From an optimization exercise on the open Yosys and OpenROAD flow, aimed at small area; shortcuts taken in it are not production practice.
Function was checked by simulation only, so behaviour that the tests miss may differ from the original.
Power and IR drop assume default switching activity.

==> design/flow/design.v <==
package adc_pkg;
  localparam int NCH      = 8;
  localparam int DW       = 16;
  localparam int LOG2_MAX = 7;
  localparam int ACCW     = 23;
  localparam int LOG2_RST = 3;
endpackage
module adc_avg_dec (
  input  logic       en,
  input  logic [2:0] a,
  output logic [7:0] oh
);
  always_comb begin
    for (int k = 0; k < 8; k++) oh[k] = en && (a == 3'(k));
  end
endmodule
module adc_avg_aomux #(
  parameter int W = 16
) (
  input  logic [8*W-1:0] d,
  input  logic [7:0]     oh,
  output logic [W-1:0]   y
);
  always_comb begin
    y = '0;
    for (int k = 0; k < 8; k++) y = y | (d[k*W +: W] & {W{oh[k]}});
  end
endmodule
module adc_avg_shift (
  input  logic [22:0] sum,
  input  logic [7:0]  oh,
  output logic [15:0] y
);
  always_comb begin
    y = '0;
    for (int k = 0; k < 8; k++) y = y | ((sum[k +: 16] ^ 16'h8000) & {16{oh[k]}});
  end
endmodule
module adc_avg_add (
  input  logic [22:0] acc,
  input  logic [6:0]  cnt,
  input  logic [15:0] din,
  input  logic [6:0]  mask,
  input  logic        clr,
  output logic [22:0] sum,
  output logic        last,
  output logic [22:0] acc_nxt,
  output logic [6:0]  cnt_nxt
);
  logic [15:0] u, p, g;
  logic [16:0] c;
  logic [7:0]  gg, gp;
  logic [6:0]  pre;
  logic        flush;
  assign u = {~din[15], din[14:0]};
  assign p = acc[15:0] ^ u;
  assign g = acc[15:0] & u;
  assign c[0] = 1'b0;
  for (genvar j = 0; j < 8; j++) begin : g_grp
    assign gg[j]       = g[2*j+1] | (p[2*j+1] & g[2*j]);
    assign gp[j]       = p[2*j+1] & p[2*j];
    assign c[2*j+1]    = g[2*j] | (p[2*j] & c[2*j]);
    assign c[2*j+2]    = gg[j] | (gp[j] & c[2*j]);
  end
  assign sum[15:0] = p ^ c[15:0];
  assign pre[0] = 1'b1;
  for (genvar i = 1; i < 7; i++) begin : g_inc
    assign pre[i] = pre[i-1] & acc[15+i];
  end
  assign sum[22:16] = acc[22:16] ^ (pre & {7{c[16]}});
  assign last    = &(cnt | ~mask);
  assign flush   = clr || last;
  assign acc_nxt = flush ? '0 : sum;
  assign cnt_nxt = flush ? '0 : cnt + 1'b1;
endmodule
module adc_avg (
  input  logic           clk,
  input  logic           rst,
  input  logic           s_valid,
  input  logic [2:0]     s_ch,
  input  logic [adc_pkg::DW-1:0]  s_data,
  input  logic           cfg_wr,
  input  logic [2:0]     cfg_log2,
  input  logic           rd_en,
  input  logic [2:0]     rd_addr,
  output logic [adc_pkg::DW-1:0]  rd_data,
  output logic [adc_pkg::NCH-1:0] new_flags,
  output logic [adc_pkg::NCH-1:0] ovr_flags,
  input  logic           clr_ovr
);
  localparam int NCH      = adc_pkg::NCH;
  localparam int DW       = adc_pkg::DW;
  localparam int ACCW     = adc_pkg::ACCW;
  localparam int LOG2_MAX = adc_pkg::LOG2_MAX;
  localparam int LOG2_RST = adc_pkg::LOG2_RST;
  localparam int SW       = ACCW + LOG2_MAX;
  logic [2:0]          log2_q;
  logic [ACCW-1:0]     acc [NCH];
  logic [LOG2_MAX-1:0] cnt [NCH];
  logic [DW-1:0]       res [NCH];
  always_ff @(posedge clk) begin
    if (rst) begin
      log2_q <= 3'(LOG2_RST);
    end else if (cfg_wr) begin
      log2_q <= cfg_log2;
    end
  end
  logic [NCH-1:0]      ch_oh, rd_oh, lg_oh;
  logic [NCH*SW-1:0]   st_all;
  logic [NCH*DW-1:0]   res_all;
  logic [SW-1:0]       st_sel;
  logic [DW-1:0]       rd_sel;
  logic [ACCW-1:0]     sum;
  logic                last;
  logic [ACCW-1:0]     acc_nxt;
  logic [LOG2_MAX-1:0] cnt_nxt;
  logic [LOG2_MAX-1:0] mask;
  logic [DW-1:0]       res_nxt;
  for (genvar i = 0; i < NCH; i++) begin : g_pack
    assign st_all[i*SW +: SW]  = {cnt[i], acc[i]};
    assign res_all[i*DW +: DW] = res[i];
  end
  assign mask = ~({LOG2_MAX{1'b1}} << log2_q);
  always_comb begin
    for (int k = 0; k < NCH; k++) begin
      ch_oh[k] = (s_ch == 3'(k));
      rd_oh[k] = !rst && (rd_addr == 3'(k));
      lg_oh[k] = !rst && (log2_q == 3'(k));
    end
  end
  adc_avg_aomux #(.W(SW)) u_st_mux (.d(st_all),  .oh(ch_oh), .y(st_sel));
  adc_avg_aomux #(.W(DW)) u_rd_mux (.d(res_all), .oh(rd_oh), .y(rd_sel));
  adc_avg_add u_add (
    .acc     (st_sel[ACCW-1:0]),
    .cnt     (st_sel[SW-1:ACCW]),
    .din     (s_data),
    .mask    (mask),
    .clr     (rst || cfg_wr),
    .sum     (sum),
    .last    (last),
    .acc_nxt (acc_nxt),
    .cnt_nxt (cnt_nxt)
  );
  adc_avg_shift u_shift (.sum(sum), .oh(lg_oh), .y(res_nxt));
  for (genvar i = 0; i < NCH; i++) begin : g_ch
    logic upd;
    assign upd = s_valid && !cfg_wr && ch_oh[i] && last;
    always_ff @(posedge clk) begin
      if (rst || cfg_wr || (s_valid && ch_oh[i])) begin
        acc[i] <= acc_nxt;
        cnt[i] <= cnt_nxt;
      end
    end
    always_ff @(posedge clk) begin
      if (rst || upd) begin
        res[i] <= res_nxt;
      end
    end
    always_ff @(posedge clk) begin
      if (rst) begin
        new_flags[i] <= 1'b0;
        ovr_flags[i] <= 1'b0;
      end else begin
        if (upd) begin
          new_flags[i] <= 1'b1;
        end else if (rd_en && rd_oh[i]) begin
          new_flags[i] <= 1'b0;
        end
        if (upd && new_flags[i] && !(rd_en && rd_oh[i])) begin
          ovr_flags[i] <= 1'b1;
        end else if (clr_ovr) begin
          ovr_flags[i] <= 1'b0;
        end
      end
    end
  end
  always_ff @(posedge clk) begin
    if (rst || rd_en) begin
      rd_data <= rd_sel;
    end
  end
endmodule
==> design/flow/flow/run.sh <==
#!/bin/bash
# Standard ORFS layout (the standard.sh, unchanged synthesis) with two
# changes: CTS without dummy loads and with larger sink clusters, and
# minimum-size buffers on the ports (every port still gets its buffer).
set -euo pipefail
CTS="-sink_clustering_enable -repair_clock_nets -dont_use_dummy_load"
CTS="$CTS -buf_list sky130_fd_sc_hd__clkbuf_4 -sink_clustering_size 10 -sink_clustering_max_diameter 40"
bash standard.sh "CTS_ARGS=$CTS" \
  "BUFFER_PORTS_ARGS=-buffer_cell sky130_fd_sc_hd__buf_1" \
  finish > flow.log 2>&1
==> design/flow/standard.sh <==
#!/bin/bash
# synth_recipe.tcl (not shown) runs the flow's synth.tcl, then flattens the netlist and writes it again
# the make line also repeats each setting of config.mk as NAME=value (left out here)
make -C /OpenROAD-flow-scripts/flow DESIGN_CONFIG=/design/flow/config.mk WORK_HOME=/design/flow/orfs CLKGATE_MAP_FILE= SYNTH_SCRIPT=/design/flow/synth_recipe.tcl "${@:-finish}"
==> design/flow/config.mk <==
export PLATFORM = sky130hd
export DESIGN_NAME = adc_avg
export DESIGN_NICKNAME = adc_avg
export VERILOG_FILES = /design/flow/design.v
export SDC_FILE = /design/flow/constraint.sdc
export NUM_CORES = 4
export LEC_CHECK = 0
export CAP_MARGIN = 20
export CORE_MARGIN = 2
export CORE_UTILIZATION = 60
export PLACE_DENSITY = 0.8
export SLEW_MARGIN = 20
export SYNTH_HIERARCHICAL = 1
==> design/flow/constraint.sdc <==
create_clock -name core_clock -period 6.0 [get_ports {clk}]
set_input_delay 1.2000 -clock core_clock [delete_from_list [all_inputs] [get_ports {clk}]]
set_output_delay 1.2000 -clock core_clock [all_outputs]
set_load 0.01 [all_outputs]
==> run notes, run 1 <==
# TYPE chip_impl_metric gauge
chip_impl_info{name="run_status",value="finished clean"} 1
chip_impl_metric{name="die_h",unit="um"} 170
chip_impl_metric{name="die-area",unit="um^2"} 28900
chip_impl_metric{name="drt-vias-per-instance",unit=""} 6.86
chip_impl_metric{name="design.core.area",unit="um^2"} 27000
chip_impl_metric{name="internal_power",unit="mW"} 4.17
chip_impl_metric{name="first_global_vias",unit=""} 10400
chip_impl_metric{name="postRouteWirelength",unit="um"} 38100
chip_impl_metric{name="timing.critical_path.required",unit="ps"} 6380
chip_impl_metric{name="synthDistinctLibCells",unit=""} 52
chip_impl_metric{name="final_area",unit="um^2"} 17600
chip_impl_metric{name="drt-wirelength-per-cell",unit="um"} 25.2
chip_impl_metric{name="initialDrtViolationCount",unit=""} 1292
chip_impl_info{name="crit_chain",value="buf_1, nor2b_1, and2_1, buf_4, a22oi_1, nand4_1, ha_1, nand4_1, o21bai_1, or3_1, o211ai_4, inv_2, ha_1, o22ai_1, or4_1"} 1
chip_impl_metric{name="post_route_cells_drive_above_1_share",unit="%"} 12.1
chip_impl_info{name="clock-root-buffer",value="clkbuf_4"} 1
chip_impl_metric{name="grt_use_total",unit="%"} 26.7
chip_impl_metric{name="seq_area",unit="um^2"} 11900
chip_impl_metric{name="post-dp-hpwl",unit="um"} 23700
chip_impl_metric{name="postLayoutCoreUtil",unit="%"} 65.2
chip_impl_metric{name="worst_ep_arrival_time",unit="ps"} 5520
chip_impl_metric{name="floorplan.die.width",unit="um"} 170
chip_impl_metric{name="worst_slew_margin_relative_to_its_limit",unit="%"} 29.4
chip_impl_metric{name="hold_viol_final",unit=""} 0
chip_impl_metric{name="rrSetupSlack",unit="ps"} 2000
chip_impl_metric{name="final.setup_skew",unit="ps"} 84.2
chip_impl_metric{name="io_pins",unit=""} 63
chip_impl_metric{name="ys_warn_count",unit=""} 13
chip_impl_metric{name="portBuffers",unit=""} 62
chip_impl_metric{name="clk_lat_worst_skew",unit="ps"} 710
chip_impl_info{name="layout.cells.most_common",value="edfxtp_1"} 1
chip_impl_info{name="post-synth-top-area-cell",value="edfxtp_1"} 1
chip_impl_metric{name="grt_first_pass_wirelength",unit="um"} 58200
chip_impl_info{name="critPathKind",value="in2reg"} 1
chip_impl_metric{name="final_net_count",unit=""} 1228
chip_impl_info{name="yosys_most_used_dff",value="edfxtp_1"} 1
chip_impl_metric{name="power_density",unit="nW/um^2"} 319
chip_impl_metric{name="multi_input_area",unit="um^2"} 4110
chip_impl_metric{name="start_util",unit="%"} 61.3
chip_impl_metric{name="timing.critical_path.slowest_cell_delay",unit="ps"} 610
chip_impl_metric{name="timing_max_transition_violations_final",unit=""} 0
chip_impl_metric{name="async_reset_ff_share",unit="%"} 0
chip_impl_metric{name="cts_setup_buffers",unit=""} 0
chip_impl_metric{name="share_clk_of_total_power",unit="%"} 21.1
chip_impl_metric{name="timing.critical_path.fanout_max",unit=""} 19
chip_impl_info{name="r2r_start",value="acc[6][4]"} 1
chip_impl_metric{name="htree_levels",unit=""} 2
chip_impl_metric{name="number_of_synthesized_flops_with_an_enable_pin",unit=""} 384
chip_impl_metric{name="num_vias",unit=""} 10400
chip_impl_metric{name="synth-seq-cells",unit=""} 403
chip_impl_metric{name="cts_buffers",unit=""} 51
chip_impl_metric{name="timing.final.crit_period",unit="ps"} 5140
chip_impl_metric{name="worst_setup_hold_path_clk_slew",unit="ps"} 100
chip_impl_metric{name="placement_row_count",unit=""} 60
chip_impl_info{name="endpoint_of_the_worst_hold_path",value="ovr_flags[3]"} 1
chip_impl_metric{name="antenna_violations_before_repair",unit=""} 1
chip_impl_metric{name="cts_repair_resize_count",unit=""} 0
chip_impl_metric{name="finalSetupViolations",unit=""} 0
chip_impl_info{name="hold_path_class",value="reg2reg"} 1
chip_impl_info{name="crit_path_start_kind",value="input pin"} 1
chip_impl_metric{name="cts_max_path_buffers",unit=""} 3
chip_impl_info{name="crit_path_top_delay_cell",value="or4_1"} 1
chip_impl_metric{name="netlist_area",unit="um^2"} 16600
chip_impl_metric{name="ir_drop",unit="mV"} 0.173
chip_impl_info{name="worstHoldStart",value="ovr_flags[3]"} 1
chip_impl_metric{name="gp_congestion",unit=""} 0.914
chip_impl_metric{name="synth_fp_nets",unit=""} 1138
chip_impl_info{name="critPathCaptureType",value="flip-flop"} 1
chip_impl_metric{name="grt_overflow",unit=""} 0
chip_impl_metric{name="final.fill_count",unit=""} 1896
chip_impl_metric{name="tightestPinTransition",unit="ps"} 1050
chip_impl_metric{name="share_of_the_synthesized_area_in_the_top_cell_type",unit="%"} 69.6
chip_impl_metric{name="avgSynthCellArea",unit="um^2"} 15.3
chip_impl_info{name="most-common-layout-cells",value="edfxtp_1, a22oi_1, nand4_1"} 1
chip_impl_metric{name="power_leakage",unit="nW"} 6.19
chip_impl_metric{name="seq_area_frac_synth",unit="%"} 71.9
chip_impl_metric{name="switching_share",unit="%"} 26.0
chip_impl_metric{name="remaining_drc_errors",unit=""} 0
chip_impl_metric{name="max_freq",unit="MHz"} 195
chip_impl_metric{name="net_switching_power_figure",unit="mW"} 1.47
chip_impl_metric{name="area_growth",unit="%"} 6.45
chip_impl_info{name="startpoint",value="s_ch[0]"} 1
chip_impl_metric{name="antenna_violating_nets_post_route",unit=""} 0
chip_impl_metric{name="max_cap_viol_count",unit=""} 0
chip_impl_metric{name="comb_power_share",unit="%"} 14.0
chip_impl_metric{name="synthCells",unit=""} 1082
chip_impl_info{name="synth.top_cells.by_area",value="edfxtp_1, a22oi_1, nand4_1"} 1
chip_impl_metric{name="timing.hold.worst_path_depth",unit=""} 2
chip_impl_metric{name="final_min_period_over_clock_period",unit="%"} 85.7
chip_impl_info{name="rsz0062_at_grt",value="false"} 1
chip_impl_metric{name="fin_tns_setup",unit="ps"} 0
chip_impl_metric{name="post_dp_cell_area",unit="um^2"} 17200
chip_impl_metric{name="cts.hold.buffers_added",unit=""} 0
chip_impl_info{name="worst_r2r_endpoint",value="res[5][8]"} 1
chip_impl_info{name="tritoncts",value="yes"} 1
chip_impl_metric{name="sequentialPowerShare",unit="%"} 64.9
chip_impl_metric{name="worstRegToRegCells",unit=""} 14
chip_impl_metric{name="grt_max_degree",unit=""} 31
chip_impl_metric{name="detailedRoute.firstPassIterationCount",unit=""} 6
chip_impl_metric{name="sink_count",unit=""} 403
-- modules after synthesis, one instance, submodules excluded, excerpt --
module | times used | cells | flops+latches
adc_avg_shift | 1 | 113 | 0
adc_avg_add | 1 | 170 | 0
adc_avg | 1 | 529 | 403
-- stage by stage --
step	instances	hold slack (ps)	setup WS (ps)	power [mW]
5_1_grt	1513	489	729	5.84
6_report	1513	460	860	5.63
2_1_floorplan	1082	471	941	4.18
3_3_place_gp	1460	438	423	4.44
4_1_cts	1511	462	1000	5.63
3_5_place_dp	1460	446	275	4.49
-- power by group through the flow --
stage | clock [mW] | sequential (mW) | combinational [mW]
floorplan | 0 | 3.69 | 0.491
global placement | 0 | 3.70 | 0.743
detailed placement | 0 | 3.72 | 0.768
CTS | 1.21 | 3.66 | 0.771
global route | 1.31 | 3.69 | 0.846
finish | 1.19 | 3.66 | 0.787
-- state kept, by name, indices dropped and copies added (netlist names) --
register and flops:
acc 184, cnt 56, log2_q 3, new_flags 8, ovr_flags 8, rd_data 16, res 128
-- kinds of logic after synthesis --
logic type	synth area share, %
fa+ha+maj	2.25
flops	71.9
compound gates	14.0
xor+xnor	0.793
buf+inv	4.08
simple gates	6.67
mux	0.302
-- how the worst max path moves through the flow --
| stage | to | cells after the start | slack (ps) |
|---|---|---|---|
| after global placement | res[2][15] | 16 | 420 |
| after global routing | res[4][15] | 16 | 730 |
| final | res[1][15] | 15 | 860 |
| after CTS | res[6][15] | 16 | 1000 |
| after floorplan | res[0][15] | 20 | 940 |
| after detailed placement | res[2][15] | 16 | 270 |
-- final cells by class --
| class | count | area share (%) |
|---|---|---|
| Antenna cell | 2 | 0.0284 |
| Sequential cell | 403 | 67.6 |
| Clock buffer | 51 | 2.17 |
| Timing Repair Buffer | 114 | 3.61 |
| Multi-Input combinational cell | 559 | 23.3 |
| Tap cell | 341 | 2.42 |
| Inverter | 43 | 0.916 |
-- routing by layer --
metal	GRT usage, %	vias to the layer above	part of all wire, %
met2	44.1	643	49
met5	0	-	0
met4	8.58	0	2.6
met3	4.26	94	9.6
met1	36.9	5150	39
li1	-	4493	-
-- synthesized netlist by cell type (all sizes together) (4+ instances only) --
library cell,count
edfxtp,384
or2,6
a22oi,244
nor2b,12
ha,17
fa,8
a21o,4
nor3,10
o211ai,7
o31ai,4
nand3,6
nand2b,11
a21oi,7
inv,42
and2,8
mux2i,5
xor2,5
buf,62
nor2,32
o21ai,30
dfxtp,19
clkbuf,15
o22ai,7
xnor2,10
nand2,38
nand4,63
or3,4
-- worst max-delay path, delay by kind of cell --
kind	cells	cell delay, ps
AOI/OAI and AO/OA	4	680
adders and majority gates	2	750
buffers and inverters	3	770
and+or+nand+nor	6	2120
==> run 2, diff against run 1 <==
--- a/design/flow/config.mk
+++ b/design/flow/config.mk
@@ -8,6 +8,5 @@
 export CAP_MARGIN = 20
 export CORE_MARGIN = 2
 export CORE_UTILIZATION = 60
-export PLACE_DENSITY = 0.8
 export SLEW_MARGIN = 20
 export SYNTH_HIERARCHICAL = 1
==> run 2 against run 1 <==
Net effect:
- still clean
- power hardly changed
- sequential share of layout area is 0.082 points lower
- final cell count is 0.20% higher
- core utilization is 0.079 points higher
- area after synthesis stayed put
- register-to-register slack worse by 130 ps
- combinational power is 0.8% lower
- largest power group unchanged
==> run notes, run 2 <==
# TYPE chip_impl_metric gauge
chip_impl_info{name="run_status",value="finished clean"} 1
chip_impl_metric{name="grt_use_total",unit="%"} 27.5
chip_impl_metric{name="power_leakage",unit="nW"} 6.20
chip_impl_metric{name="p_total",unit="mW"} 5.63
chip_impl_metric{name="timing.final.crit_period",unit="ps"} 5020
chip_impl_metric{name="synthDistinctLibCells",unit=""} 52
chip_impl_metric{name="final.setup_skew",unit="ps"} 92.1
chip_impl_metric{name="clk_lat_worst_skew",unit="ps"} 720
chip_impl_metric{name="final_net_count",unit=""} 1231
chip_impl_metric{name="synth_simple_gate_area_share",unit="%"} 6.67
chip_impl_info{name="critPathKind",value="in2reg"} 1
chip_impl_metric{name="worst_slew_margin_relative_to_its_limit",unit="%"} 25.6
chip_impl_metric{name="antenna_violations_before_repair",unit=""} 2
chip_impl_metric{name="first_global_vias",unit=""} 9872
chip_impl_metric{name="cts_setup_buffers",unit=""} 0
chip_impl_metric{name="floorplan.die.width",unit="um"} 170
chip_impl_metric{name="power_density",unit="nW/um^2"} 319
chip_impl_metric{name="area_growth",unit="%"} 6.58
chip_impl_metric{name="hold_viol_final",unit=""} 0
chip_impl_metric{name="detailedRoute.firstPassIterationCount",unit=""} 5
chip_impl_metric{name="worst_ep_arrival_time",unit="ps"} 5390
chip_impl_metric{name="largest_register_ffs",unit=""} 184
chip_impl_metric{name="timing.critical_path.slowest_cell_delay",unit="ps"} 610
chip_impl_metric{name="timing.critical_path.fanout_max",unit=""} 11
chip_impl_metric{name="grt_first_pass_wirelength",unit="um"} 58900
chip_impl_metric{name="finalSetupViolations",unit=""} 0
chip_impl_info{name="rsz0062_at_grt",value="false"} 1
chip_impl_info{name="synth.top_cells.by_area",value="edfxtp_1, a22oi_1, nand4_1"} 1
chip_impl_metric{name="portBuffers",unit=""} 62
chip_impl_info{name="yosys_most_used_dff",value="edfxtp_1"} 1
chip_impl_metric{name="synth-seq-cells",unit=""} 403
chip_impl_metric{name="post-dp-hpwl",unit="um"} 23700
chip_impl_metric{name="seq_area_frac_synth",unit="%"} 71.9
chip_impl_metric{name="async_reset_ff_share",unit="%"} 0
chip_impl_metric{name="avgSynthCellArea",unit="um^2"} 15.3
chip_impl_info{name="clock-root-buffer",value="clkbuf_4"} 1
chip_impl_metric{name="final_min_period_over_clock_period",unit="%"} 83.7
chip_impl_metric{name="timing_max_transition_violations_final",unit=""} 0
chip_impl_metric{name="synth_mux_area_share",unit="%"} 0.302
chip_impl_metric{name="io_pins",unit=""} 63
chip_impl_info{name="main_combinational_cell_family_by_area_after_synthesis",value="compound AO/OA/AOI/OAI gates"} 1
chip_impl_metric{name="start_util",unit="%"} 61.3
chip_impl_metric{name="path_buf_inv",unit=""} 2
chip_impl_info{name="top_register",value="acc"} 1
chip_impl_info{name="crit_chain",value="buf_1, nor2b_1, and2_1, a22oi_1, nand4_1, ha_1, a21o_1, a21oi_1, a211oi_2, o31a_2, o21ai_0, nand2b_1, fa_1, xor2_1, buf_4, o22ai_1, or4_1"} 1
chip_impl_metric{name="gp_congestion",unit=""} 0.840
chip_impl_info{name="path_delay_family",value="simple AND/OR/NAND/NOR gates"} 1
chip_impl_metric{name="die_h",unit="um"} 170
chip_impl_metric{name="synthXorXnorAreaFrac",unit="%"} 0.793
chip_impl_metric{name="drt-vias-per-instance",unit=""} 6.61
chip_impl_metric{name="cts.hold.buffers_added",unit=""} 0
chip_impl_metric{name="number_of_synthesized_flops_with_an_enable_pin",unit=""} 384
chip_impl_metric{name="post_route_cells_drive_above_1_share",unit="%"} 12.7
chip_impl_metric{name="grt_overflow",unit=""} 0
chip_impl_metric{name="drt-wirelength-per-cell",unit="um"} 25.5
chip_impl_metric{name="cts_buffers",unit=""} 51
chip_impl_info{name="tritoncts",value="yes"} 1
chip_impl_metric{name="synthCells",unit=""} 1082
chip_impl_metric{name="placement.setup.worst_slack",unit="ps"} 349
chip_impl_metric{name="initialDrtViolationCount",unit=""} 1075
chip_impl_metric{name="num_vias",unit=""} 10000
chip_impl_metric{name="die-area",unit="um^2"} 28900
chip_impl_metric{name="finalWorstSetupSlack",unit="ps"} 980
chip_impl_metric{name="design.core.area",unit="um^2"} 27000
chip_impl_metric{name="fin_tns_setup",unit="ps"} 0
chip_impl_metric{name="share_of_the_synthesized_area_in_the_top_cell_type",unit="%"} 69.6
chip_impl_info{name="critPathCaptureType",value="flip-flop"} 1
chip_impl_metric{name="synth_fp_nets",unit=""} 1138
chip_impl_info{name="largest_registers",value="acc: 184 flops, res: 128 flops, cnt: 56 flops"} 1
chip_impl_info{name="layout.cells.most_common",value="edfxtp_1"} 1
chip_impl_metric{name="cts_max_path_buffers",unit=""} 3
chip_impl_metric{name="cts_repair_resize_count",unit=""} 0
chip_impl_metric{name="postRouteWirelength",unit="um"} 38600
chip_impl_metric{name="tightestPinTransition",unit="ps"} 1110
chip_impl_metric{name="grt_max_degree",unit=""} 31
chip_impl_metric{name="placement_row_count",unit=""} 60
chip_impl_metric{name="worst_setup_hold_path_clk_slew",unit="ps"} 100
chip_impl_metric{name="netlist_area",unit="um^2"} 16600
chip_impl_metric{name="ys_warn_count",unit=""} 13
chip_impl_info{name="post-synth-top-area-cell",value="edfxtp_1"} 1
chip_impl_metric{name="htree_levels",unit=""} 2
chip_impl_info{name="synthTopCellsByCount",value="edfxtp_1, a22oi_1, nand4_1, inv_1, nand2_1"} 1
chip_impl_metric{name="max_cap_viol_count",unit=""} 0
chip_impl_info{name="crit_path_top_delay_cell",value="or4_1"} 1
chip_impl_metric{name="max_freq",unit="MHz"} 199
chip_impl_info{name="hold_path_class",value="reg2reg"} 1
chip_impl_info{name="most-common-layout-cells",value="edfxtp_1, a22oi_1, nand4_1"} 1
chip_impl_metric{name="synth-adder-area-share",unit="%"} 2.25
chip_impl_metric{name="antenna_violating_nets_post_route",unit=""} 0
chip_impl_info{name="crit_path_start_kind",value="input pin"} 1
chip_impl_info{name="yosysMostFrequentCell",value="edfxtp_1"} 1
chip_impl_metric{name="rrSetupSlack",unit="ps"} 1870
chip_impl_metric{name="synth-compound-area-share",unit="%"} 14.0
chip_impl_metric{name="ir_drop",unit="mV"} 0.262
chip_impl_metric{name="sink_count",unit=""} 403
chip_impl_metric{name="remaining_drc_errors",unit=""} 0
chip_impl_metric{name="timing.critical_path.required",unit="ps"} 6370
run 2: cell counts after synthesis:
Identical to the previous run, type by type.
run 2: kinds of logic after synthesis:
family / count (synthesis)
buf+inv: 120
flops: 403
compound gates: 314
simple gates: 200
xor+xnor: 15
fa+ha+maj: 25
mux: 5
run 2: per-module statistics from Yosys, one instance, submodules excluded, excerpt:
| module | area (um^2) | flip-flops and latches |
|---|---|---|
| adc_avg | 12600 | 403 |
| adc_avg_shift | 724 | 0 |
| adc_avg_add | 1200 | 0 |
run 2: cell type report:
| cell class | count | area, um^2 |
|---|---|---|
| inverters | 43 | 161 |
| flip-flops and latches | 403 | 11900 |
| clock buffers | 51 | 383 |
| fillers | 1962 | 9380 |
| multi-input cells | 559 | 4120 |
| repair buffers | 117 | 646 |
| diodes | 2 | 5.00 |
| well taps | 341 | 427 |
run 2: per-stage QoR:
stage	util, %	std cells	area [um^2]	hold WS (ps)
finish	65.3	1516	17700	462
CTS	65.3	1513	17600	464
global route	65.3	1516	17700	475
floorplan	-	1082	16600	471
detailed placement	63.8	1462	17300	449
global placement	63.8	1462	17300	440
run 2: metal layers:
layer	wire, um	track usage (%)	up-vias
li1	-	-	4504
met1	16600	39.2	5084
met2	18700	45.0	373
met3	2380	3.63	60
met4	881	8.06	0
met5	0	0	-
run 2: power breakdown:
| part | internal, mW | leakage, nW | switching (mW) | total [mW] |
|---|---|---|---|---|
| registers | 3.55 | 4.30 | 0.100 | 3.65 |
| logic | 0.226 | 1.67 | 0.555 | 0.781 |
| clock network | 0.390 | 0.235 | 0.811 | 1.20 |
| total | 4.16 | 6.20 | 1.47 | 5.63 |
run 2: tightest hold or removal path, stage by stage, from the launching register on:
cell and delay [ps]:
dfxtp_1 330, nand2_1 50, o21ai_1 50
run 2: path summary, 6_finish.rpt:
kind                startpoint            to  cells after the start
hold / removal    ovr_flags[0]  ovr_flags[0]                      2
hold reg to reg   ovr_flags[0]  ovr_flags[0]                      2
setup / recovery       s_ch[0]    res[5][15]                     17
setup reg to reg     acc[4][4]    res[5][15]                     14
==> run 3, diff against run 2 <==
--- a/design/flow/design.v
+++ b/design/flow/design.v
@@ -40,7 +40,7 @@
   input  logic [22:0] acc,
   input  logic [6:0]  cnt,
   input  logic [15:0] din,
-  input  logic [6:0]  mask,
+  input  logic [6:0]  nmask,
   input  logic        clr,
   output logic [22:0] sum,
   output logic        last,
@@ -68,7 +68,7 @@
     assign pre[i] = pre[i-1] & acc[15+i];
   end
   assign sum[22:16] = acc[22:16] ^ (pre & {7{c[16]}});
-  assign last    = &(cnt | ~mask);
+  assign last    = &(cnt | nmask);
   assign flush   = clr || last;
   assign acc_nxt = flush ? '0 : sum;
   assign cnt_nxt = flush ? '0 : cnt + 1'b1;
@@ -114,13 +114,13 @@
   logic                last;
   logic [ACCW-1:0]     acc_nxt;
   logic [LOG2_MAX-1:0] cnt_nxt;
-  logic [LOG2_MAX-1:0] mask;
+  logic [LOG2_MAX-1:0] nmask;
   logic [DW-1:0]       res_nxt;
   for (genvar i = 0; i < NCH; i++) begin : g_pack
     assign st_all[i*SW +: SW]  = {cnt[i], acc[i]};
     assign res_all[i*DW +: DW] = res[i];
   end
-  assign mask = ~({LOG2_MAX{1'b1}} << log2_q);
+  assign nmask = {LOG2_MAX{1'b1}} << log2_q;
   always_comb begin
     for (int k = 0; k < NCH; k++) begin
       ch_oh[k] = (s_ch == 3'(k));
@@ -134,7 +134,7 @@
     .acc     (st_sel[ACCW-1:0]),
     .cnt     (st_sel[SW-1:ACCW]),
     .din     (s_data),
-    .mask    (mask),
+    .nmask   (nmask),
     .clr     (rst || cfg_wr),
     .sum     (sum),
     .last    (last),
==> run 3 against run 2 <==
Net effect:
- sequential power hardly changed
- register-to-register slack hardly changed
- non-clock buffer count is 7 higher
- clock-buffer cell count stayed put
- core utilization is 0.15 points higher
- area after synthesis is 0.26% lower
- wire length is 0.17% lower
- setup slack worse by 120 ps
- clock power hardly changed
- critical path type unchanged
- critical endpoint is now res[7][12]
- largest power group unchanged
- highest routed layer unchanged
==> run notes, run 3 <==
# TYPE chip_impl_metric gauge
chip_impl_metric{name="synthDistinctLibCells",unit=""} 51
chip_impl_metric{name="initialDrtViolationCount",unit=""} 993
chip_impl_metric{name="max_cap_viol_count",unit=""} 0
chip_impl_info{name="most-common-layout-cells",value="edfxtp_1, a22oi_1, nand4_1"} 1
chip_impl_metric{name="die-area",unit="um^2"} 28900
chip_impl_info{name="r2r_start",value="acc[2][4]"} 1
chip_impl_info{name="main_combinational_cell_family_by_area_after_synthesis",value="compound AO/OA/AOI/OAI gates"} 1
chip_impl_metric{name="die_h",unit="um"} 170
chip_impl_metric{name="synthXorXnorAreaFrac",unit="%"} 0.795
chip_impl_metric{name="sequentialPowerShare",unit="%"} 64.8
chip_impl_metric{name="avgSynthCellArea",unit="um^2"} 15.3
chip_impl_metric{name="area_growth",unit="%"} 7.11
chip_impl_metric{name="power_leakage",unit="nW"} 6.22
chip_impl_metric{name="placement_row_count",unit=""} 60
chip_impl_metric{name="synth-seq-cells",unit=""} 403
chip_impl_info{name="rsz0062_at_grt",value="false"} 1
chip_impl_metric{name="synth_fp_nets",unit=""} 1134
chip_impl_metric{name="finalSetupViolations",unit=""} 0
chip_impl_metric{name="antenna_violating_nets_post_route",unit=""} 0
chip_impl_metric{name="first_global_vias",unit=""} 9850
chip_impl_metric{name="htree_levels",unit=""} 2
chip_impl_metric{name="seq_area_frac_synth",unit="%"} 72.1
chip_impl_metric{name="worst_slew_margin_relative_to_its_limit",unit="%"} 31.3
chip_impl_info{name="path_delay_family",value="simple AND/OR/NAND/NOR gates"} 1
chip_impl_info{name="yosysMostFrequentCell",value="edfxtp_1"} 1
chip_impl_info{name="layout.cells.most_common",value="edfxtp_1"} 1
chip_impl_metric{name="fin_tns_setup",unit="ps"} 0
chip_impl_metric{name="power_density",unit="nW/um^2"} 318
chip_impl_metric{name="hold_slack",unit="ps"} 465
chip_impl_metric{name="tightestPinTransition",unit="ps"} 1020
chip_impl_metric{name="floorplan.die.width",unit="um"} 170
chip_impl_info{name="crit_path_start_kind",value="input pin"} 1
chip_impl_info{name="critPathKind",value="in2reg"} 1
chip_impl_info{name="largest_registers",value="acc: 184 flops, res: 128 flops, cnt: 56 flops"} 1
chip_impl_metric{name="final_net_count",unit=""} 1234
chip_impl_info{name="run_status",value="finished clean"} 1
chip_impl_metric{name="share_of_the_synthesized_area_in_the_top_cell_type",unit="%"} 69.8
chip_impl_metric{name="max_freq",unit="MHz"} 194
chip_impl_metric{name="grt_overflow",unit=""} 0
chip_impl_metric{name="synthCells",unit=""} 1078
chip_impl_info{name="hold_path_class",value="reg2reg"} 1
chip_impl_info{name="post-synth-top-area-cell",value="edfxtp_1"} 1
chip_impl_metric{name="hold_viol_final",unit=""} 0
chip_impl_metric{name="synth_simple_gate_area_share",unit="%"} 6.61
chip_impl_metric{name="synth_mux_area_share",unit="%"} 0.242
chip_impl_metric{name="num_vias",unit=""} 9965
chip_impl_metric{name="worstSetupPathDepth",unit=""} 16
chip_impl_metric{name="remaining_drc_errors",unit=""} 0
chip_impl_metric{name="comb_power_share",unit="%"} 13.9
chip_impl_metric{name="timing.critical_path.fanout_max",unit=""} 10
chip_impl_metric{name="synth-adder-area-share",unit="%"} 2.26
chip_impl_metric{name="async_reset_ff_share",unit="%"} 0
chip_impl_info{name="startpoint",value="s_ch[0]"} 1
chip_impl_info{name="synth.top_cells.by_area",value="edfxtp_1, a22oi_1, nand4_1"} 1
chip_impl_metric{name="grt_max_degree",unit=""} 31
chip_impl_info{name="crit_chain",value="buf_1, nor2b_1, and2_1, a22oi_1, nand4_1, ha_1, inv_1, fa_1, nor2b_4, o2111ai_2, a211oi_2, nor3_1, fa_1, xnor2_1, a22oi_1, nand4_1"} 1
chip_impl_metric{name="worst_setup_hold_path_clk_slew",unit="ps"} 100
chip_impl_metric{name="design.core.area",unit="um^2"} 27000
chip_impl_metric{name="ys_warn_count",unit=""} 13
chip_impl_metric{name="cts_buffers",unit=""} 51
chip_impl_metric{name="postRouteWirelength",unit="um"} 38500
chip_impl_metric{name="grt_use_total",unit="%"} 27.4
chip_impl_info{name="crit_path_top_delay_cell",value="xnor2_1"} 1
chip_impl_metric{name="gp_congestion",unit=""} 0.847
chip_impl_metric{name="timing.critical_path.slowest_cell_delay",unit="ps"} 810
chip_impl_info{name="yosys_most_used_dff",value="edfxtp_1"} 1
chip_impl_info{name="tritoncts",value="yes"} 1
chip_impl_metric{name="ir_drop",unit="mV"} 0.200
chip_impl_info{name="worstHoldStart",value="ovr_flags[6]"} 1
chip_impl_metric{name="largest_register_ffs",unit=""} 184
chip_impl_metric{name="detailedRoute.firstPassIterationCount",unit=""} 5
chip_impl_metric{name="cts_max_path_buffers",unit=""} 3
chip_impl_metric{name="worstRegToRegCells",unit=""} 14
chip_impl_metric{name="worst_ep_arrival_time",unit="ps"} 5620
chip_impl_metric{name="post-dp-hpwl",unit="um"} 23800
chip_impl_info{name="top_register",value="acc"} 1
chip_impl_metric{name="internal_power",unit="mW"} 4.15
chip_impl_metric{name="synth-compound-area-share",unit="%"} 14.0
chip_impl_metric{name="sink_count",unit=""} 403
chip_impl_metric{name="net_switching_power_figure",unit="mW"} 1.47
chip_impl_info{name="critPathCaptureType",value="flip-flop"} 1
chip_impl_metric{name="path_buf_inv",unit=""} 2
chip_impl_metric{name="start_util",unit="%"} 61.1
chip_impl_metric{name="netlist_area",unit="um^2"} 16500
chip_impl_info{name="synthTopCellsByCount",value="edfxtp_1, a22oi_1, nand4_1, nand2_1"} 1
chip_impl_metric{name="cts_setup_buffers",unit=""} 0
chip_impl_metric{name="final_min_period_over_clock_period",unit="%"} 85.7
chip_impl_metric{name="timing.critical_path.required",unit="ps"} 6470
chip_impl_metric{name="cts.hold.buffers_added",unit=""} 0
chip_impl_metric{name="timing_max_transition_violations_final",unit=""} 0
chip_impl_metric{name="share_clk_of_total_power",unit="%"} 21.3
chip_impl_metric{name="number_of_synthesized_flops_with_an_enable_pin",unit=""} 384
chip_impl_metric{name="cts_repair_resize_count",unit=""} 0
chip_impl_metric{name="timing.final.crit_period",unit="ps"} 5140
chip_impl_metric{name="switching_share",unit="%"} 26.1
chip_impl_metric{name="portBuffers",unit=""} 62
chip_impl_info{name="clock-root-buffer",value="clkbuf_4"} 1
chip_impl_metric{name="clk_lat_worst_skew",unit="ps"} 720
chip_impl_metric{name="drt-vias-per-instance",unit=""} 6.56
chip_impl_metric{name="timing.hold.worst_path_depth",unit=""} 2
chip_impl_metric{name="final.fill_count",unit=""} 2013
chip_impl_metric{name="io_pins",unit=""} 63
chip_impl_metric{name="final.setup_skew",unit="ps"} 74.4
chip_impl_metric{name="antenna_violations_before_repair",unit=""} 1
chip_impl_metric{name="grt_first_pass_wirelength",unit="um"} 58700
chip_impl_metric{name="drt-wirelength-per-cell",unit="um"} 25.4
chip_impl_metric{name="post_route_cells_drive_above_1_share",unit="%"} 13.1
[run 3: changes by cell type after synthesis, sizes merged, moves of 2 or more]
cell	change
o21ai	+2
and2	+7
inv	-5
nor2	+3
nor3	+2
nor2b	-9
nand2	+2
or2	-3
[run 3: final cells by class]
cell class	instances	area [um^2]	area share, %
multi-input combinational	560	4110	23.2
inverter	38	143	0.806
clock buffer	51	383	2.16
tap	341	427	2.41
antenna	2	5.00	0.0283
sequential	403	11900	67.3
timing repair buffer	124	711	4.02
[run 3: Yosys stat by module (local to each module, per instance), excerpt]
module / flops+latches / cells / area [um^2] / times used
adc_avg_shift: 0 / 113 / 724 / 1
adc_avg_add: 0 / 165 / 1170 / 1
adc_avg: 403 / 530 / 12600 / 1
[run 3: cells by family (layout without fill, tap and decap cells)]
logic type,after synthesis,after routing
compound gates,315,315
xor+xnor,15,15
fa+ha+maj,25,25
buf+inv,115,213
flops,403,403
mux,4,4
other cells,0,2
simple gates,201,201
[run 3: worst reg2reg max path, stage by stage, from the launching register on]
cell and delay, ps:
edfxtp_1 370, a22oi_1 240, nand4_1 240, ha_1 400
a21o_1 170, a21oi_1 280, a211oi_2 170, o31a_2 300
o21ai_0 150, nand2b_1 90, fa_1 380, xor2_1 160
buf_4 200, o22ai_1 100, or4_1 600
[run 3: path summary, 6_finish.rpt]
check                           slack [ps]           end
worst max-delay path                   860    res[7][12]
worst min-delay path                   470  ovr_flags[6]
worst max register to register        1860    res[3][15]
worst min register to register         470  ovr_flags[6]
[run 3: power groups by stage]
| stage | sequential [mW] | combinational [mW] | clock [mW] |
|---|---|---|---|
| global placement | 3.70 | 0.762 | 0 |
| detailed placement | 3.71 | 0.773 | 0 |
| finish | 3.64 | 0.782 | 1.20 |
| floorplan | 3.69 | 0.486 | 0 |
| global route | 3.68 | 0.851 | 1.32 |
| CTS | 3.64 | 0.773 | 1.23 |
[run 3: stage by stage]
step / area [um^2] / utilization, % / power (mW) / setup WS [ps] / instances
after detailed placement: 17300 / 64.0 / 4.48 / 250 / 1465
after global routing: 17700 / 65.4 / 5.85 / 549 / 1518
after floorplan: 16500 / - / 4.18 / 928 / 1078
after CTS: 17700 / 65.4 / 5.65 / 995 / 1516
after global placement: 17300 / 64.0 / 4.46 / 308 / 1465
final: 17700 / 65.5 / 5.62 / 857 / 1519
[run 3: per-layer routing]
layer / global-route usage (%) / vias to the layer above / part of all wire [%]
li1: - / 4517 / -
met1: 38.1 / 5048 / 42
met5: 0 / - / 0
met2: 46.0 / 338 / 49
met4: 7.28 / 0 / 1.9
met3: 4.09 / 62 / 6.3
==> run 4, diff against run 3 <==
--- a/design/flow/config.mk
+++ b/design/flow/config.mk
@@ -8,5 +8,6 @@
 export CAP_MARGIN = 20
 export CORE_MARGIN = 2
 export CORE_UTILIZATION = 60
+export PLACE_DENSITY = 0.8
 export SLEW_MARGIN = 20
 export SYNTH_HIERARCHICAL = 1
==> run 4 against run 3 <==
Net effect:
- still clean on timing, DRC and antenna
- first-iteration DRC count rose by 36%
- wire length rose by 1.7%
- synthesized cell count did not move
- critical endpoint is now res[2][12]
==> run notes, run 4 <==
# TYPE chip_impl_metric gauge
chip_impl_metric{name="numPlacedInstances",unit=""} 1457
chip_impl_metric{name="cts_buffers",unit=""} 49
chip_impl_metric{name="fin_tns_setup",unit="ps"} 0
chip_impl_metric{name="rrSetupSlack",unit="ps"} 1870
chip_impl_metric{name="synthCells",unit=""} 1078
chip_impl_metric{name="timing_max_transition_violations_final",unit=""} 0
chip_impl_metric{name="cts_max_path_buffers",unit=""} 3
chip_impl_metric{name="placement.setup.worst_slack",unit="ps"} 204
chip_impl_info{name="grt.busiest_layer",value="met2"} 1
chip_impl_metric{name="synth-seq-cells",unit=""} 403
chip_impl_metric{name="timing.critical_path.slowest_cell_delay",unit="ps"} 850
chip_impl_metric{name="avgSynthCellArea",unit="um^2"} 15.3
chip_impl_metric{name="antenna_violating_nets_post_route",unit=""} 0
chip_impl_metric{name="design.core.area",unit="um^2"} 27000
chip_impl_metric{name="sink_count",unit=""} 403
chip_impl_info{name="tritoncts",value="yes"} 1
chip_impl_metric{name="internal_power",unit="mW"} 4.14
chip_impl_metric{name="max_cap_viol_count",unit=""} 0
chip_impl_info{name="crit_chain",value="buf_1, and2_1, a22oi_1, nand4_1, ha_1, inv_1, fa_1, nor2b_4, o2111ai_2, a211oi_2, nor3_1, fa_1, xnor2_1, a22oi_1, nand4_1"} 1
chip_impl_metric{name="gp_congestion",unit=""} 0.896
chip_impl_info{name="clock-root-buffer",value="clkbuf_4"} 1
chip_impl_metric{name="globalRouteMet1Util",unit="%"} 36.0
chip_impl_metric{name="power_density",unit="nW/um^2"} 320
chip_impl_metric{name="worst_slew_margin_relative_to_its_limit",unit="%"} 28.1
chip_impl_metric{name="clk_lat_worst_skew",unit="ps"} 710
chip_impl_metric{name="number_of_synthesized_flops_with_an_enable_pin",unit=""} 384
chip_impl_metric{name="timing.final.crit_period",unit="ps"} 5400
chip_impl_metric{name="cts.hold.buffers_added",unit=""} 0
chip_impl_metric{name="timing.critical_path.fanout_max",unit=""} 11
chip_impl_metric{name="first_global_vias",unit=""} 10500
chip_impl_metric{name="worst_ep_arrival_time",unit="ps"} 5800
chip_impl_metric{name="ys_warn_count",unit=""} 13
chip_impl_metric{name="timing.critical_path.required",unit="ps"} 6400
chip_impl_info{name="synthTopCellsByCount",value="edfxtp_1, a22oi_1, nand4_1, nand2_1"} 1
chip_impl_metric{name="largest_register_ffs",unit=""} 184
chip_impl_metric{name="post-dp-hpwl",unit="um"} 23800
chip_impl_metric{name="finalSetupViolations",unit=""} 0
chip_impl_info{name="critPathCaptureType",value="flip-flop"} 1
chip_impl_metric{name="final.setup_skew",unit="ps"} 97.0
chip_impl_metric{name="comb_power_share",unit="%"} 14.0
chip_impl_metric{name="grt_first_pass_wirelength",unit="um"} 59400
chip_impl_metric{name="initialDrtViolationCount",unit=""} 1351
chip_impl_metric{name="net_switching_power_figure",unit="mW"} 1.48
chip_impl_info{name="crit_path_start_kind",value="input pin"} 1
chip_impl_metric{name="share_of_the_synthesized_area_in_the_top_cell_type",unit="%"} 69.8
chip_impl_metric{name="ir_drop",unit="mV"} 0.222
chip_impl_info{name="path_delay_family",value="simple AND/OR/NAND/NOR gates"} 1
chip_impl_metric{name="finalWorstSetupSlack",unit="ps"} 599
chip_impl_info{name="rsz0062_at_grt",value="false"} 1
chip_impl_metric{name="share_clk_of_total_power",unit="%"} 20.9
chip_impl_metric{name="grt_max_degree",unit=""} 31
chip_impl_info{name="hold_path_class",value="reg2reg"} 1
chip_impl_info{name="post-synth-top-area-cell",value="edfxtp_1"} 1
chip_impl_info{name="synth.top_cells.by_area",value="edfxtp_1, a22oi_1, nand4_1"} 1
chip_impl_metric{name="final_min_period_over_clock_period",unit="%"} 90.0
chip_impl_metric{name="power_leakage",unit="nW"} 6.16
chip_impl_metric{name="grt_overflow",unit=""} 0
chip_impl_metric{name="cts_repair_resize_count",unit=""} 0
chip_impl_metric{name="cts_setup_buffers",unit=""} 0
chip_impl_metric{name="io_pins",unit=""} 63
chip_impl_info{name="crit_path_top_delay_cell",value="xnor2_1"} 1
chip_impl_metric{name="synth_fp_nets",unit=""} 1134
chip_impl_info{name="critPathKind",value="in2reg"} 1
chip_impl_metric{name="stdcell_count",unit=""} 1509
chip_impl_metric{name="tightestPinTransition",unit="ps"} 1070
chip_impl_metric{name="floorplan.die.width",unit="um"} 170
chip_impl_info{name="yosysMostFrequentCell",value="edfxtp_1"} 1
chip_impl_metric{name="async_reset_ff_share",unit="%"} 0
chip_impl_metric{name="path_buf_inv",unit=""} 2
chip_impl_metric{name="portBuffers",unit=""} 62
chip_impl_metric{name="final_net_count",unit=""} 1223
chip_impl_info{name="run_status",value="finished clean"} 1
chip_impl_metric{name="antenna_violations_before_repair",unit=""} 2
chip_impl_metric{name="area_growth",unit="%"} 6.48
chip_impl_metric{name="num_vias",unit=""} 10500
chip_impl_metric{name="switching_share",unit="%"} 26.4
chip_impl_metric{name="p_total",unit="mW"} 5.62
chip_impl_info{name="most-common-layout-cells",value="edfxtp_1, a22oi_1, nand4_1"} 1
chip_impl_metric{name="detailedRoute.firstPassIterationCount",unit=""} 6
chip_impl_metric{name="sequentialPowerShare",unit="%"} 65.2
chip_impl_metric{name="die_h",unit="um"} 170
chip_impl_metric{name="drt-wirelength-per-cell",unit="um"} 26.0
chip_impl_metric{name="netlist_area",unit="um^2"} 16500
chip_impl_metric{name="grt_use_total",unit="%"} 27.5
chip_impl_metric{name="remaining_drc_errors",unit=""} 0
chip_impl_metric{name="die-area",unit="um^2"} 28900
chip_impl_metric{name="post_route_cells_drive_above_1_share",unit="%"} 11.8
chip_impl_metric{name="hold_viol_final",unit=""} 0
chip_impl_metric{name="start_util",unit="%"} 61.1
chip_impl_info{name="largest_registers",value="acc: 184 flops, res: 128 flops, cnt: 56 flops"} 1
chip_impl_info{name="top_register",value="acc"} 1
chip_impl_metric{name="seq_area_frac_synth",unit="%"} 72.1
chip_impl_info{name="layout.cells.most_common",value="edfxtp_1"} 1
chip_impl_metric{name="max_freq",unit="MHz"} 185
chip_impl_metric{name="htree_levels",unit=""} 2
chip_impl_metric{name="synthDistinctLibCells",unit=""} 51
chip_impl_metric{name="postRouteWirelength",unit="um"} 39200
chip_impl_metric{name="drt-vias-per-instance",unit=""} 6.96
chip_impl_metric{name="placement_row_count",unit=""} 60
chip_impl_metric{name="globalRouteMet2Util",unit="%"} 45.3
chip_impl_info{name="yosys_most_used_dff",value="edfxtp_1"} 1
chip_impl_metric{name="worst_setup_hold_path_clk_slew",unit="ps"} 100
chip_impl_metric{name="grt.met3_usage",unit="%"} 4.88
run 4: through the flow:
stage | hold slack [ps] | instance area (um^2) | utilization [%]
floorplan | 471 | 16500 | -
global placement | 438 | 17200 | 63.7
detailed placement | 447 | 17200 | 63.7
CTS | 469 | 17600 | 65.0
global route | 493 | 17600 | 65.1
finish | 465 | 17600 | 65.1
run 4: tightest hold or removal path, cell delays in order, from the launching register on:
cell	delay (ps)
dfxtp_1	320
nand2_1	50
o31ai_1	50
run 4: Yosys stat by module (local to each module, per instance), excerpt:
| module | cell area, um^2 | cells |
|---|---|---|
| adc_avg | 12600 | 530 |
| adc_avg_add | 1170 | 165 |
| adc_avg_shift | 724 | 113 |
run 4: layer usage:
| layer | up-vias | routed length [um] |
|---|---|---|
| met4 | 0 | 1700 |
| li1 | 4492 | - |
| met3 | 146 | 3770 |
| met5 | - | 0 |
| met1 | 5173 | 14800 |
| met2 | 686 | 18900 |
run 4: worst paths after layout:
path,from,endpoint,cells after the start
max reg2reg,acc[4][9],res[2][12],10
min,ovr_flags[7],ovr_flags[7],2
max,s_ch[1],res[2][12],15
min reg2reg,ovr_flags[7],ovr_flags[7],2
run 4: cell type report:
| class | instances | area [um^2] |
|---|---|---|
| antenna | 3 | 7.51 |
| sequential | 403 | 11900 |
| inverter | 38 | 143 |
| multi-input combinational | 560 | 4090 |
| clock buffer | 49 | 368 |
| timing repair buffer | 115 | 643 |
| tap | 341 | 427 |
| fill | 1881 | 9440 |
run 4: power groups by stage:
stage	Clock (mW)	Combinational [mW]	Sequential, mW
5_1_grt	1.29	0.840	3.69
3_3_place_gp	0	0.723	3.71
6_report	1.17	0.785	3.66
2_1_floorplan	0	0.486	3.69
3_5_place_dp	0	0.756	3.72
4_1_cts	1.19	0.757	3.66
run 4: cell families after synthesis:
| logic type | share of synthesized area (%) |
|---|---|
| AO/OA/AOI/OAI | 14.0 |
| multiplexers | 0.242 |
| flip-flops | 72.1 |
| adder cells (fa/ha/maj) | 2.26 |
| buffers and inverters | 3.97 |
| XOR/XNOR | 0.795 |
| AND/OR/NAND/NOR | 6.61 |
==> run 5, diff against run 4 <==
--- a/design/flow/design.v
+++ b/design/flow/design.v
@@ -40,7 +40,7 @@
   input  logic [22:0] acc,
   input  logic [6:0]  cnt,
   input  logic [15:0] din,
-  input  logic [6:0]  nmask,
+  input  logic [6:0]  mask,
   input  logic        clr,
   output logic [22:0] sum,
   output logic        last,
@@ -68,7 +68,7 @@
     assign pre[i] = pre[i-1] & acc[15+i];
   end
   assign sum[22:16] = acc[22:16] ^ (pre & {7{c[16]}});
-  assign last    = &(cnt | nmask);
+  assign last    = &(cnt | ~mask);
   assign flush   = clr || last;
   assign acc_nxt = flush ? '0 : sum;
   assign cnt_nxt = flush ? '0 : cnt + 1'b1;
@@ -114,13 +114,13 @@
   logic                last;
   logic [ACCW-1:0]     acc_nxt;
   logic [LOG2_MAX-1:0] cnt_nxt;
-  logic [LOG2_MAX-1:0] nmask;
+  logic [LOG2_MAX-1:0] mask;
   logic [DW-1:0]       res_nxt;
   for (genvar i = 0; i < NCH; i++) begin : g_pack
     assign st_all[i*SW +: SW]  = {cnt[i], acc[i]};
     assign res_all[i*DW +: DW] = res[i];
   end
-  assign nmask = {LOG2_MAX{1'b1}} << log2_q;
+  assign mask = ~({LOG2_MAX{1'b1}} << log2_q);
   always_comb begin
     for (int k = 0; k < NCH; k++) begin
       ch_oh[k] = (s_ch == 3'(k));
@@ -134,7 +134,7 @@
     .acc     (st_sel[ACCW-1:0]),
     .cnt     (st_sel[SW-1:ACCW]),
     .din     (s_data),
-    .nmask   (nmask),
+    .mask    (mask),
     .clr     (rst || cfg_wr),
     .sum     (sum),
     .last    (last),
==> design/flow/flow/run.sh (replaced) <==
#!/bin/bash
# Standard ORFS layout (the standard.sh, unchanged synthesis) with three
# changes: CTS without dummy loads and with larger sink clusters, minimum-size
# buffers on the ports (every port still gets its buffer), and downsizing of
# gates off the critical paths after global routing (ORFS's RECOVER_POWER).
set -euo pipefail
CTS="-sink_clustering_enable -repair_clock_nets -dont_use_dummy_load"
CTS="$CTS -buf_list sky130_fd_sc_hd__clkbuf_4 -sink_clustering_size 10 -sink_clustering_max_diameter 40"
bash standard.sh "CTS_ARGS=$CTS" \
  "BUFFER_PORTS_ARGS=-buffer_cell sky130_fd_sc_hd__buf_1" \
  "RECOVER_POWER=100" \
  finish > flow.log 2>&1
--- a/design/flow/config.mk
+++ b/design/flow/config.mk
@@ -8,6 +8,5 @@
 export CAP_MARGIN = 20
 export CORE_MARGIN = 2
 export CORE_UTILIZATION = 60
-export PLACE_DENSITY = 0.8
 export SLEW_MARGIN = 20
 export SYNTH_HIERARCHICAL = 1
==> run 5 against run 4 <==
Net effect:
- the layout now fails its checks (capacitance limit, slew limit)
- power is 0.26% lower
- die area is 0.26% higher
- synthesized cell count is 0.37% higher
- highest routed layer unchanged
==> run notes, run 5 <==
# TYPE chip_impl_metric gauge
chip_impl_metric{name="net_switching_power_figure",unit="mW"} 1.46
chip_impl_metric{name="avgSynthCellArea",unit="um^2"} 15.3
chip_impl_info{name="tritoncts",value="yes"} 1
chip_impl_metric{name="num_vias",unit=""} 10100
chip_impl_metric{name="fin_tns_setup",unit="ps"} 0
chip_impl_info{name="endpoint",value="res[4][15]"} 1
chip_impl_metric{name="grt_use_total",unit="%"} 27.5
chip_impl_metric{name="hold_viol_final",unit=""} 0
chip_impl_metric{name="seq_area_frac_synth",unit="%"} 71.9
chip_impl_info{name="startpoint",value="s_ch[0]"} 1
chip_impl_metric{name="cts_repair_resize_count",unit=""} 0
chip_impl_metric{name="placement_row_count",unit=""} 60
chip_impl_metric{name="timing_max_transition_violations_final",unit=""} 259
chip_impl_metric{name="grt_overflow",unit=""} 0
chip_impl_metric{name="antenna_violating_nets_post_route",unit=""} 0
chip_impl_metric{name="comb_power_share",unit="%"} 13.4
chip_impl_metric{name="worstRegToRegCells",unit=""} 14
chip_impl_info{name="run_status",value="complete, but fails checks"} 1
chip_impl_metric{name="ir_drop",unit="mV"} 0.263
chip_impl_metric{name="post-dp-hpwl",unit="um"} 23700
chip_impl_metric{name="numPlacedInstances",unit=""} 1462
chip_impl_metric{name="cts.hold.buffers_added",unit=""} 0
chip_impl_metric{name="max_freq",unit="MHz"} 186
chip_impl_info{name="layout.cells.most_common",value="edfxtp_1"} 1
chip_impl_metric{name="placement.setup.worst_slack",unit="ps"} 349
chip_impl_metric{name="sequentialPowerShare",unit="%"} 65.2
chip_impl_metric{name="drt-wirelength-per-cell",unit="um"} 25.5
chip_impl_metric{name="ys_warn_count",unit=""} 13
chip_impl_info{name="top_register",value="acc"} 1
chip_impl_metric{name="worst_slew_margin_relative_to_its_limit",unit="%"} -54.8
chip_impl_metric{name="synthCells",unit=""} 1082
chip_impl_metric{name="antenna_violations_before_repair",unit=""} 2
chip_impl_metric{name="clk_lat_worst_skew",unit="ps"} 720
chip_impl_metric{name="timing.final.crit_period",unit="ps"} 5370
chip_impl_metric{name="drt-vias-per-instance",unit=""} 6.64
chip_impl_metric{name="async_reset_ff_share",unit="%"} 0
chip_impl_metric{name="netlist_area",unit="um^2"} 16600
chip_impl_metric{name="gp_congestion",unit=""} 0.840
chip_impl_metric{name="synth-seq-cells",unit=""} 403
chip_impl_metric{name="io_pins",unit=""} 63
chip_impl_info{name="yosysMostFrequentCell",value="edfxtp_1"} 1
chip_impl_metric{name="post_route_cells_drive_above_1_share",unit="%"} 9.89
chip_impl_info{name="worst_r2r_endpoint",value="res[4][15]"} 1
chip_impl_metric{name="final.fill_count",unit=""} 1995
chip_impl_metric{name="worst_ep_arrival_time",unit="ps"} 5730
chip_impl_metric{name="grt_first_pass_wirelength",unit="um"} 58900
chip_impl_info{name="crit_path_start_kind",value="input pin"} 1
chip_impl_metric{name="multi_input_area",unit="um^2"} 4010
chip_impl_info{name="largest_registers",value="acc: 184 flops, res: 128 flops, cnt: 56 flops"} 1
chip_impl_info{name="post-synth-top-area-cell",value="edfxtp_1"} 1
chip_impl_metric{name="cts_setup_buffers",unit=""} 0
chip_impl_metric{name="synth_fp_nets",unit=""} 1138
chip_impl_metric{name="final_min_period_over_clock_period",unit="%"} 89.5
chip_impl_metric{name="rrSetupSlack",unit="ps"} 1710
chip_impl_metric{name="initialDrtViolationCount",unit=""} 1001
chip_impl_metric{name="postLayoutCoreUtil",unit="%"} 64.6
chip_impl_metric{name="first_global_vias",unit=""} 9872
chip_impl_metric{name="cts_max_path_buffers",unit=""} 3
chip_impl_metric{name="tightestPinTransition",unit="ps"} 2320
chip_impl_info{name="clock-root-buffer",value="clkbuf_4"} 1
chip_impl_info{name="so_faults",value="capacitance limit, slew limit"} 1
chip_impl_metric{name="share_clk_of_total_power",unit="%"} 21.4
chip_impl_metric{name="final_area",unit="um^2"} 17500
chip_impl_metric{name="stdcell_count",unit=""} 1516
chip_impl_metric{name="sink_count",unit=""} 403
chip_impl_metric{name="finalSetupViolations",unit=""} 0
chip_impl_metric{name="start_util",unit="%"} 61.3
chip_impl_metric{name="final_net_count",unit=""} 1231
chip_impl_metric{name="die_h",unit="um"} 170
chip_impl_info{name="rsz0062_at_grt",value="false"} 1
chip_impl_metric{name="remaining_drc_errors",unit=""} 0
chip_impl_metric{name="internal_power",unit="mW"} 4.15
chip_impl_metric{name="switching_share",unit="%"} 26.0
chip_impl_metric{name="finalWorstSetupSlack",unit="ps"} 630
chip_impl_metric{name="postRouteWirelength",unit="um"} 38600
chip_impl_metric{name="power_leakage",unit="nW"} 6.10
chip_impl_metric{name="worst_setup_hold_path_clk_slew",unit="ps"} 70
chip_impl_metric{name="die-area",unit="um^2"} 28900
chip_impl_metric{name="detailedRoute.firstPassIterationCount",unit=""} 5
chip_impl_metric{name="grt_max_degree",unit=""} 31
chip_impl_info{name="critPathCaptureType",value="flip-flop"} 1
chip_impl_info{name="yosys_most_used_dff",value="edfxtp_1"} 1
chip_impl_metric{name="share_of_the_synthesized_area_in_the_top_cell_type",unit="%"} 69.6
chip_impl_metric{name="hold_slack",unit="ps"} 463
chip_impl_metric{name="post_dp_cell_area",unit="um^2"} 17300
chip_impl_metric{name="area_growth",unit="%"} 5.50
chip_impl_metric{name="timing.critical_path.required",unit="ps"} 6360
chip_impl_metric{name="synthDistinctLibCells",unit=""} 52
chip_impl_info{name="most-common-layout-cells",value="edfxtp_1, a22oi_1, nand4_1"} 1
chip_impl_metric{name="number_of_synthesized_flops_with_an_enable_pin",unit=""} 384
chip_impl_metric{name="portBuffers",unit=""} 62
chip_impl_info{name="synthTopCellsByCount",value="edfxtp_1, a22oi_1, nand4_1, inv_1, nand2_1"} 1
chip_impl_metric{name="design.core.area",unit="um^2"} 27000
chip_impl_metric{name="power_density",unit="nW/um^2"} 321
chip_impl_metric{name="seq_area",unit="um^2"} 11900
chip_impl_metric{name="timing.critical_path.fanout_max",unit=""} 11
chip_impl_metric{name="htree_levels",unit=""} 2
chip_impl_info{name="synth.top_cells.by_area",value="edfxtp_1, a22oi_1, nand4_1"} 1
chip_impl_metric{name="cts_buffers",unit=""} 51
chip_impl_info{name="r2r_start",value="acc[0][2]"} 1
chip_impl_metric{name="floorplan.die.width",unit="um"} 170
chip_impl_metric{name="largest_register_ffs",unit=""} 184
chip_impl_info{name="hold_path_class",value="reg2reg"} 1
chip_impl_metric{name="p_total",unit="mW"} 5.61
chip_impl_metric{name="final.setup_skew",unit="ps"} 93.0
chip_impl_metric{name="max_cap_viol_count",unit=""} 9
chip_impl_info{name="critPathKind",value="in2reg"} 1
[run 5: changes by cell type after synthesis, moves of 2 or more]
cell | previous run | this run
nor2b_1 | 2 | 11
o21ai_1 | 19 | 12
nor3_1 | 11 | 9
nand2_1 | 40 | 38
o21ai_0 | 13 | 18
nor2_1 | 35 | 32
or2_2 | 2 | 5
and2_1 | 15 | 8
inv_1 | 35 | 39
[run 5: cell families after synthesis]
family	synth area share [%]
AND/OR/NAND/NOR	6.67
XOR/XNOR	0.793
AO/OA/AOI/OAI	14.0
flip-flops	71.9
multiplexers	0.302
adder cells (fa/ha/maj)	2.25
buffers and inverters	4.08
[run 5: worst min path at each step]
stage	startpoint	end	slack, ps	cells past startpoint
after CTS	ovr_flags[0]	ovr_flags[0]	460	2
after detailed placement	ovr_flags[0]	ovr_flags[0]	450	2
after global routing	ovr_flags[6]	ovr_flags[6]	470	2
after floorplan	ovr_flags[0]	ovr_flags[0]	470	2
final	ovr_flags[7]	ovr_flags[7]	460	2
after global placement	ovr_flags[7]	ovr_flags[7]	440	2
[run 5: final cells by class]
class | count | area share (%)
tap | 341 | 2.44
sequential | 403 | 68.2
antenna | 2 | 0.0286
multi-input combinational | 559 | 23.0
inverter | 43 | 0.924
clock buffer | 51 | 2.19
timing repair buffer | 117 | 3.27
[run 5: modules after synthesis, one instance, submodules excluded, a selection]
module | copies in the design | flops+latches
adc_avg_shift | 1 | 0
adc_avg | 1 | 403
adc_avg_add | 1 | 0
[run 5: worst max-delay path: stages]
cell and delay, ps:
clkbuf_1 280, nor2b_1 230, and2_0 650, a22oi_1 150, nand4_1 200, ha_1 260
nor2b_1 150, o2111ai_1 290, a211oi_2 140, o31a_2 300, o21ai_0 140, nand2b_1 90
fa_1 380, xor2_1 150, clkbuf_1 340, o22ai_1 150, or4_1 620
[run 5: routing by layer]
metal	up-vias	wire [um]	global-route usage [%]
li1	4511	-	-
met1	5132	16700	39.2
met2	374	18900	45.0
met3	52	2240	3.63
met4	0	784	8.06
met5	-	0	0
[run 5: power by group through the flow]
stage | clock network, mW | logic (mW) | registers, mW
4_1_cts | 1.23 | 0.773 | 3.65
5_1_grt | 1.33 | 0.816 | 3.69
3_5_place_dp | 0 | 0.772 | 3.71
6_report | 1.20 | 0.750 | 3.65
3_3_place_gp | 0 | 0.759 | 3.70
2_1_floorplan | 0 | 0.491 | 3.69

what the ideal ports hide:
No port has a modelled driver above. Below, the same layouts with a new extraction and two added sets of constraints. Step 1 assumes that a clkbuf_16 drives the clock port and a buf_2 every other input. Step 2 adds t to the input delays and takes it off the output delays; t is the mean of the earliest and latest rising clock arrival at the registers after step 1. Input paths then give back, and output paths get back, about the clock's delay inside the block. a / b / c = ideal ports / drivers / drivers and shift; a / b = the first two.
| run | shift t [ns] | setup WS [ns] | hold slack, ns | pins driven straight from the clock port |
|---|---|---|---|---|
| run 1 | 0.714 | 0.860 / 0.868 / 0.154 | 0.460 / 0.460 / 0.460 | 1 |
| run 2 | 0.725 | 0.980 / 1.005 / 0.280 | 0.462 / 0.462 / 0.462 | 1 |
| run 3 | 0.719 | 0.857 / 0.876 / 0.157 | 0.465 / 0.465 / 0.465 | 1 |
| run 4 | 0.710 | 0.599 / 0.585 / -0.124 | 0.465 / 0.465 / 0.465 | 1 |
| run 5 | 0.728 | 0.630 / 0.656 / -0.071 | 0.463 / 0.463 / 0.463 | 1 |
For run 4, which loses most, drivers alone change the setup slack by -0.014 ns; drivers and shift together by -0.723 ns.
